Background: an optimization exercise with open tools, aiming at small area. Do not read the settings as production practice. Only simulation tests tie the RTL to the original design; equivalence was not proved. No activity file was given, so power comes from the tool's default toggle rates.

==> inputs of build 62 <==
==> flow/design.v <==
package conv_cotm_pkg;
    localparam logic [1:0] ST_IDLE  = 2'd0;
    localparam logic [1:0] ST_EVAL  = 2'd1;
    localparam logic [1:0] ST_DRAIN = 2'd2;
    localparam logic [1:0] ST_DONE  = 2'd3;
    function automatic int y_off();
        y_off = 0;
    endfunction
    function automatic int x_off(input int py_w);
        x_off = py_w;
    endfunction
    function automatic int p_off(input int py_w, input int px_w);
        p_off = py_w + px_w;
    endfunction
    function automatic logic cfg_bad(input logic [2:0] p, input int patch_max);
        cfg_bad = !p[0] || (p < 3'd3) || ({29'd0, p} > 32'(patch_max));
    endfunction
endpackage
module conv_clause_match #(
    parameter int W = 107
) (
    input  logic [W-1:0] inc_n,
    input  logic [W-1:0] neg,
    input  logic [W-1:0] lit,
    output logic         match
);
    localparam int NI  = W / 2;
    localparam int NN  = W / 3;
    localparam int RI  = W % 2;
    localparam int RN  = W % 3;
    localparam int NIF = NI + RI;
    localparam int NNP = NN + (RN > 0 ? 1 : 0);
    logic [NIF-1:0] inc_fail;   
    logic [NNP-1:0] neg_pass;   
    for (genvar k = 0; k < NI; k++) begin : g_inc
        cm_oai22 u (
            .a (lit[2*k]),   .b (inc_n[2*k]),
            .c (lit[2*k+1]), .d (inc_n[2*k+1]),
            .y (inc_fail[k])
        );
    end
    if (RI != 0) begin : g_inc_r
        cm_nor2 u (.a(lit[W-1]), .b(inc_n[W-1]), .y(inc_fail[NI]));
    end
    for (genvar k = 0; k < NN; k++) begin : g_neg
        cm_aoi222 u (
            .a (lit[3*k]),   .b (neg[3*k]),
            .c (lit[3*k+1]), .d (neg[3*k+1]),
            .e (lit[3*k+2]), .f (neg[3*k+2]),
            .y (neg_pass[k])
        );
    end
    if (RN == 1) begin : g_neg_r1
        cm_nand2 u (.a(lit[W-1]), .b(neg[W-1]), .y(neg_pass[NN]));
    end else if (RN == 2) begin : g_neg_r2
        cm_aoi22 u (
            .a (lit[W-2]), .b (neg[W-2]),
            .c (lit[W-1]), .d (neg[W-1]),
            .y (neg_pass[NN])
        );
    end
    assign match = (&neg_pass) & ~(|inc_fail);
endmodule
module cm_oai22 (
    input  logic a, b, c, d,
    output logic y
);
    assign y = ~((a | b) & (c | d));
endmodule
module cm_aoi222 (
    input  logic a, b, c, d, e, f,
    output logic y
);
    assign y = ~((a & b) | (c & d) | (e & f));
endmodule
module cm_aoi22 (
    input  logic a, b, c, d,
    output logic y
);
    assign y = ~((a & b) | (c & d));
endmodule
module cm_nor2 (
    input  logic a, b,
    output logic y
);
    assign y = ~(a | b);
endmodule
module cm_nand2 (
    input  logic a, b,
    output logic y
);
    assign y = ~(a & b);
endmodule
module cm_hold (
    input  logic d, lm, nl, q,
    output logic y
);
    assign y = (lm & d) | (nl & q);
endmodule
module cm_hold_inv (
    input  logic d, lm, ld, q,
    output logic y
);
    logic x;
    cm_nand2 u_n (.a(d), .b(lm), .y(x));
    cm_oa21 u_o (.a(ld), .b(q), .c(x), .y(y));
endmodule
module cm_oa21 (
    input  logic a, b, c,
    output logic y
);
    assign y = (a | b) & c;
endmodule
module conv_clause_engine #(
    parameter int NUM_PE    = 8,
    parameter int IMG_W     = 32,
    parameter int IMG_H     = 32,
    parameter int PATCH_MAX = 7,
    parameter int CNT_W     = 10,
    localparam int PX_W     = IMG_W - 3,
    localparam int PY_W     = IMG_H - 3,
    localparam int PP_W     = PATCH_MAX * PATCH_MAX,
    localparam int HALF_W   = PY_W + PX_W + PP_W,
    localparam int CLAUSE_W = 2 * HALF_W
) (
    input  logic                     clk,
    input  logic                     rst_n,
    input  logic [2:0]               patch_size,
    output logic                     cfg_err,
    input  logic                     clause_valid,
    output logic                     clause_ready,
    input  logic [CLAUSE_W-1:0]      clause_data,
    input  logic                     win_valid,
    input  logic                     win_last,
    input  logic [NUM_PE-1:0]        pe_en,
    input  logic [PX_W-1:0]          win_x,
    input  logic [NUM_PE*PY_W-1:0]   win_y,
    input  logic [NUM_PE*PP_W-1:0]   win_patch,
    input  logic                     img_abort,
    input  logic                     prev_op,
    output logic                     fwd_valid,
    output logic                     fwd_last,
    output logic [NUM_PE-1:0]        fwd_pe_en,
    output logic [PX_W-1:0]          fwd_x,
    output logic [NUM_PE*PY_W-1:0]   fwd_y,
    output logic [NUM_PE*PP_W-1:0]   fwd_patch,
    output logic                     out_valid,
    input  logic                     out_ready,
    output logic                     clause_op,
    output logic [CNT_W-1:0]         match_cnt
);
    localparam int X_OFF = conv_cotm_pkg::x_off(PY_W);
    localparam int P_OFF = conv_cotm_pkg::p_off(PY_W, PX_W);
    logic                    ev, d1, d2, dn, idle, load;
    logic [HALF_W-1:0]       inc_n_q, neg_q;
    logic                    x_ok;
    logic                    s1_valid, s1_eval, s1_last;
    logic [NUM_PE-1:0]       s1_pe_en;
    logic [PX_W-1:0]         s1_x;
    logic [NUM_PE*PY_W-1:0]  s1_y;
    logic [NUM_PE*PP_W-1:0]  s1_patch;
    logic [NUM_PE-1:0]       match, match_q;
    logic [3:0]              pop;
    logic [CNT_W:0]          sum;
    logic [CNT_W-1:0]        cnt_nxt;
    assign cfg_err      = conv_cotm_pkg::cfg_bad(patch_size, PATCH_MAX);
    assign idle         = ~(ev | d1 | d2 | dn);
    assign clause_ready = idle & ~cfg_err;
    assign load         = clause_valid & clause_ready;
    assign out_valid    = dn;
    always_ff @(posedge clk or negedge rst_n) begin
        if (!rst_n) begin
            s1_valid  <= 1'b0;
            s1_eval   <= 1'b0;
            fwd_valid <= 1'b0;
        end else begin
            s1_valid  <= win_valid & ~img_abort;
            s1_eval   <= win_valid & ~img_abort & ev;
            fwd_valid <= s1_valid & ~img_abort;
        end
    end
    always_ff @(posedge clk) begin
        s1_last   <= win_last;
        s1_pe_en  <= pe_en;
        s1_x      <= win_x;
        s1_y      <= win_y;
        s1_patch  <= win_patch;
        fwd_last  <= s1_last;
        fwd_pe_en <= s1_pe_en;
        fwd_x     <= s1_x;
        fwd_y     <= s1_y;
        fwd_patch <= s1_patch;
    end
    logic [4:0]        lm_grp;
    logic [HALF_W-1:0] lm;
    logic [HALF_W-1:0] inc_n_d, neg_d;
    logic              nload;
    assign nload  = ~load;
    assign lm_grp = {load & patch_size[2] & patch_size[1],
                     load & patch_size[2],
                     load & ~patch_size[2],
                     load & ~(patch_size[2] & patch_size[1]),
                     load};
    for (genvar b = 0; b < HALF_W; b++) begin : g_clause
        if (b < P_OFF) begin : g_pos
            localparam int K = (b < X_OFF) ? b : b - X_OFF;
            localparam int G = (K < 25) ? 0 : (K < 27) ? 1 : 2;
            assign lm[b] = lm_grp[G];
        end else begin : g_pix
            localparam int R  = (b - P_OFF) / PATCH_MAX;
            localparam int C  = (b - P_OFF) % PATCH_MAX;
            localparam int RC = (R > C) ? R : C;
            localparam int G  = (RC < 3) ? 0 : (RC < 5) ? 3 : 4;
            assign lm[b] = lm_grp[G];
        end
        cm_hold_inv u_inc (
            .d (clause_data[b]), .lm (lm[b]), .ld (load), .q (inc_n_q[b]), .y (inc_n_d[b])
        );
        cm_hold u_neg (
            .d (clause_data[HALF_W + b]), .lm (lm[b]), .nl (nload), .q (neg_q[b]), .y (neg_d[b])
        );
    end
    always_ff @(posedge clk) begin
        inc_n_q <= inc_n_d;
        neg_q   <= neg_d;
    end
    conv_clause_match #(.W(PX_W)) u_match_x (
        .inc_n (inc_n_q[X_OFF +: PX_W]),
        .neg   (neg_q[X_OFF +: PX_W]),
        .lit   (s1_x),
        .match (x_ok)
    );
    for (genvar i = 0; i < NUM_PE; i++) begin : g_pe
        logic m_yp;
        conv_clause_match #(.W(PY_W + PP_W)) u_match (
            .inc_n ({inc_n_q[P_OFF +: PP_W], inc_n_q[0 +: PY_W]}),
            .neg   ({neg_q[P_OFF +: PP_W], neg_q[0 +: PY_W]}),
            .lit   ({s1_patch[i*PP_W +: PP_W], s1_y[i*PY_W +: PY_W]}),
            .match (m_yp)
        );
        assign match[i] = m_yp & x_ok;
    end
    always_ff @(posedge clk) begin
        match_q <= match & s1_pe_en & {NUM_PE{s1_eval}};
    end
    always_comb begin
        pop = '0;
        for (int i = 0; i < NUM_PE; i++) begin
            pop = pop + {3'b0, match_q[i]};
        end
        sum     = {1'b0, match_cnt} + {{(CNT_W-3){1'b0}}, pop};
        cnt_nxt = sum[CNT_W] ? {CNT_W{1'b1}} : sum[CNT_W-1:0];
    end
    always_ff @(posedge clk) begin
        if (load) begin
            clause_op <= 1'b0;
            match_cnt <= '0;
        end else if (ev | d1 | d2) begin
            clause_op <= clause_op | prev_op | (|match_q);
            match_cnt <= cnt_nxt;
        end
    end
    always_ff @(posedge clk or negedge rst_n) begin
        if (!rst_n) begin
            ev <= 1'b0;
            d1 <= 1'b0;
            d2 <= 1'b0;
            dn <= 1'b0;
        end else begin
            ev <= load | (~img_abort & ev & ~(win_valid & win_last));
            d1 <= ~img_abort & ev & win_valid & win_last;
            d2 <= ~img_abort & d1;
            dn <= ~img_abort & (d2 | (dn & ~out_ready));
        end
    end
endmodule
==> flow/flow/run.sh <==
#!/bin/bash
# Standard ORFS layout with these changes to how it is made:
#  - port buffers are the smallest buffer (buf_1) instead of the default pick,
#  - I/O pins may sit on adjacent routing tracks so the die can be smaller,
#  - CTS uses its own buffer list and sink clusters and no dummy loads,
#  - after global routing, non-critical gates are downsized (RECOVER_POWER),
#  - global routing layer adjustment from flow/fastroute.tcl (if present).
set -euo pipefail
export BUFFER_PORTS_ARGS="-buffer_cell sky130_fd_sc_hd__buf_1"
export PLACE_PINS_ARGS="-min_distance 1 -min_distance_in_tracks"
export RECOVER_POWER=100
export CTS_ARGS="-sink_clustering_enable -repair_clock_nets -dont_use_dummy_load -buf_list {sky130_fd_sc_hd__clkbuf_8} -sink_clustering_size 18 -sink_clustering_max_diameter 80"
if [[ -f flow/fastroute.tcl ]]; then export FASTROUTE_TCL="$PWD/flow/fastroute.tcl"; fi
bash standard.sh > standard_flow.log 2>&1
==> flow/standard.sh <==
#!/bin/bash
# synth_recipe.tcl (not shown) runs the flow's synth.tcl, then flattens the netlist and writes it again
# the make line also repeats each setting of config.mk as NAME=value (left out here)
make -C /OpenROAD-flow-scripts/flow DESIGN_CONFIG=/design/flow/config.mk WORK_HOME=/design/flow/orfs CLKGATE_MAP_FILE= SYNTH_SCRIPT=/design/flow/synth_recipe.tcl "${@:-finish}"
==> flow/config.mk <==
export PLATFORM = sky130hd
export DESIGN_NAME = conv_clause_engine
export DESIGN_NICKNAME = conv_clause_engine
export VERILOG_FILES = /design/flow/design.v
export SDC_FILE = /design/flow/constraint.sdc
export NUM_CORES = 4
export LEC_CHECK = 0
export CAP_MARGIN = 20
export CORE_AREA = 2 2 378 378
export DIE_AREA = 0 0 380 380
export GPL_TIMING_DRIVEN = 0
export SLEW_MARGIN = 20
export SYNTH_HIERARCHICAL = 1
export SYNTH_MINIMUM_KEEP_SIZE = 0
==> flow/constraint.sdc <==
create_clock -name core_clock -period 5.0 [get_ports {clk}]
set_input_delay 1.0000 -clock core_clock [delete_from_list [all_inputs] [get_ports {clk}]]
set_output_delay 1.0000 -clock core_clock [all_outputs]
set_load 0.01 [all_outputs]
==> trial 11: changes against build 62 <==
--- a/flow/design.v
+++ b/flow/design.v
@@ -103,11 +103,3 @@
 );
-    logic x;
-    cm_nand2 u_n (.a(d), .b(lm), .y(x));
-    cm_oa21 u_o (.a(ld), .b(q), .c(x), .y(y));
-endmodule
-module cm_oa21 (
-    input  logic a, b, c,
-    output logic y
-);
-    assign y = (a | b) & c;
+    assign y = (~d | ~lm) & (ld | q);
 endmodule
==> flow/flow/run.sh (replaced) <==
#!/bin/bash
# Standard ORFS layout with these changes to how it is made:
#  - after the standard synthesis, logic gates are set to their smallest drive
#    strength (flow/downsize.tcl); repair steps later size up where needed,
#  - port buffers are the smallest buffer (buf_1) instead of the default pick,
#  - I/O pins may sit on adjacent routing tracks so the die can be smaller,
#  - CTS uses its own buffer list and sink clusters and no dummy loads.
set -euo pipefail
export BUFFER_PORTS_ARGS="-buffer_cell sky130_fd_sc_hd__buf_1"
export PLACE_PINS_ARGS="-min_distance 1 -min_distance_in_tracks"
export CTS_ARGS="-sink_clustering_enable -repair_clock_nets -dont_use_dummy_load -buf_list {sky130_fd_sc_hd__clkbuf_8} -sink_clustering_size 17 -sink_clustering_max_diameter 70"
bash standard.sh synth > standard_synth.log 2>&1
SYNTH_ODB=$(ls "$PWD"/orfs/results/*/conv_clause_engine/base/1_synth.odb)
export SYNTH_ODB
openroad -no_init -exit flow/downsize.tcl > downsize.log 2>&1
bash standard.sh > standard_flow.log 2>&1
==> flow/flow/downsize.tcl (new file) <==
# Set every combinational logic gate of the synthesized netlist to its smallest
# drive strength (_1, or _0 where that is the smallest); later repair steps size up
# whatever timing, slew or load needs. Registers, buffers and inverters are kept.
read_db $::env(SYNTH_ODB)
set db [ord::get_db]
set block [ord::get_db_block]
set n_swapped 0
set gain 0.0
foreach inst [$block getInsts] {
  set m [$inst getMaster]
  set name [$m getName]
  if {![regexp {^sky130_fd_sc_hd__([a-z0-9]+)_([0-9]+)$} $name -> fam size]} { continue }
  if {![regexp {^(a[0-9]|o[0-9]|nand|nor|and|or|xor|xnor|mux|maj)} $fam]} { continue }
  foreach s {0 1} {
    if {$s >= $size} { break }
    set new [$db findMaster "sky130_fd_sc_hd__${fam}_$s"]
    if {$new ne "NULL"} {
      set gain [expr {$gain + ([$m getWidth] - [$new getWidth]) * [$m getHeight] / 1e6}]
      $inst swapMaster $new
      incr n_swapped
      break
    }
  }
}
puts "downsized $n_swapped gates, area saved $gain um2"
write_db $::env(SYNTH_ODB)
CORE_AREA = 2 2 358 358   (was 2 2 378 378)
DIE_AREA = 0 0 360 360   (was 0 0 380 380)
==> build 83: changes against build 62 <==
--- a/flow/flow/run.sh
+++ b/flow/flow/run.sh
@@ -5,3 +5,2 @@
 #  - CTS uses its own buffer list and sink clusters and no dummy loads,
-#  - after global routing, non-critical gates are downsized (RECOVER_POWER),
 #  - global routing layer adjustment from flow/fastroute.tcl (if present).
@@ -10,3 +9,2 @@
 export PLACE_PINS_ARGS="-min_distance 1 -min_distance_in_tracks"
-export RECOVER_POWER=100
 export CTS_ARGS="-sink_clustering_enable -repair_clock_nets -dont_use_dummy_load -buf_list {sky130_fd_sc_hd__clkbuf_8} -sink_clustering_size 18 -sink_clustering_max_diameter 80"
==> notes <==
- Trial 11 died in global routing, error GRT-0116. Build 83 finished with timing, DRC and antenna clean. Build 62 completed and failed the layout checks on capacitance limit, slew limit.
- Of trial 11 and build 62, build 62 has the higher synthesized cell count (gap 3.8%, measured against build 62).
- Wire length is about the same in build 83 and build 62.
- Clock power is about the same in build 83 and build 62.
- Via count is about the same in build 83 and build 62.
- Between build 62 and build 83, the lower worst setup slack is in build 62 (gap 0.31 ns).
- In total power, build 83 and build 62 hardly differ.
==> figures <==
| metric | build 83 | build 62 | trial 11 |
|---|---|---|---|
| Status | finished clean | complete, but fails checks | stopped before the end |
| Failing step | - | - | global routing |
| Violated checks | - | capacitance limit, slew limit | - |
| #MultiIn Comb | 1156 | 1156 | - |
| Net switching share of the total power | 29.9% | 30.0% | - |
| TritonCTS Buffers | 109 | 109 | 113 |
| Num rows | 137 | 137 | 130 |
| Share of the synthesized netlist area taken by xor and xnor gates | 0.0660% | 0.0660% | - |
| Sequential standard cell area | 31300 µm² | 31300 µm² | - |
| Count of buffers not belonging to the clock network in the layout | 1578 | 1578 | - |
| Top achievable clock speed | 249 MHz | 232 MHz | - |
| Drt drc | 0 | 0 | - |
| Cell type contributing the most total cell area after synthesis | dfxtp_1 | dfxtp_1 | - |
| Power Combinational | 3.07 mW | 3.07 mW | - |
| Worst hold path stage count | 1 | 1 | - |
| Seq group | 14.7 mW | 14.7 mW | - |

==> what the ideal ports hide <==
The flow's constraints put no driver on any port. The routed layouts listed below were extracted and timed again, unchanged, in two steps.
Step 1, drivers: a clkbuf_16 drives clk and a buf_2 each remaining input, both assumed.
Step 2 times the ports against the registers' clock, not the clock port: input delays grow and output delays shrink by t, the midpoint of the rising clock arrivals with the driver on.
a / b / c = no drivers / after step 1 / after step 2; a / b = the first two.
run	t, ns	setup slack, ns	slew at the worst register clock pin (ns)
build 62	0.898	0.681 / 0.681 / -0.017	0.12 / 0.12
build 83	0.898	0.986 / 0.986 / 0.218	0.12 / 0.12
For build 83, which loses most, drivers alone change the setup slack by 0.000 ns; drivers and shift together by -0.768 ns.
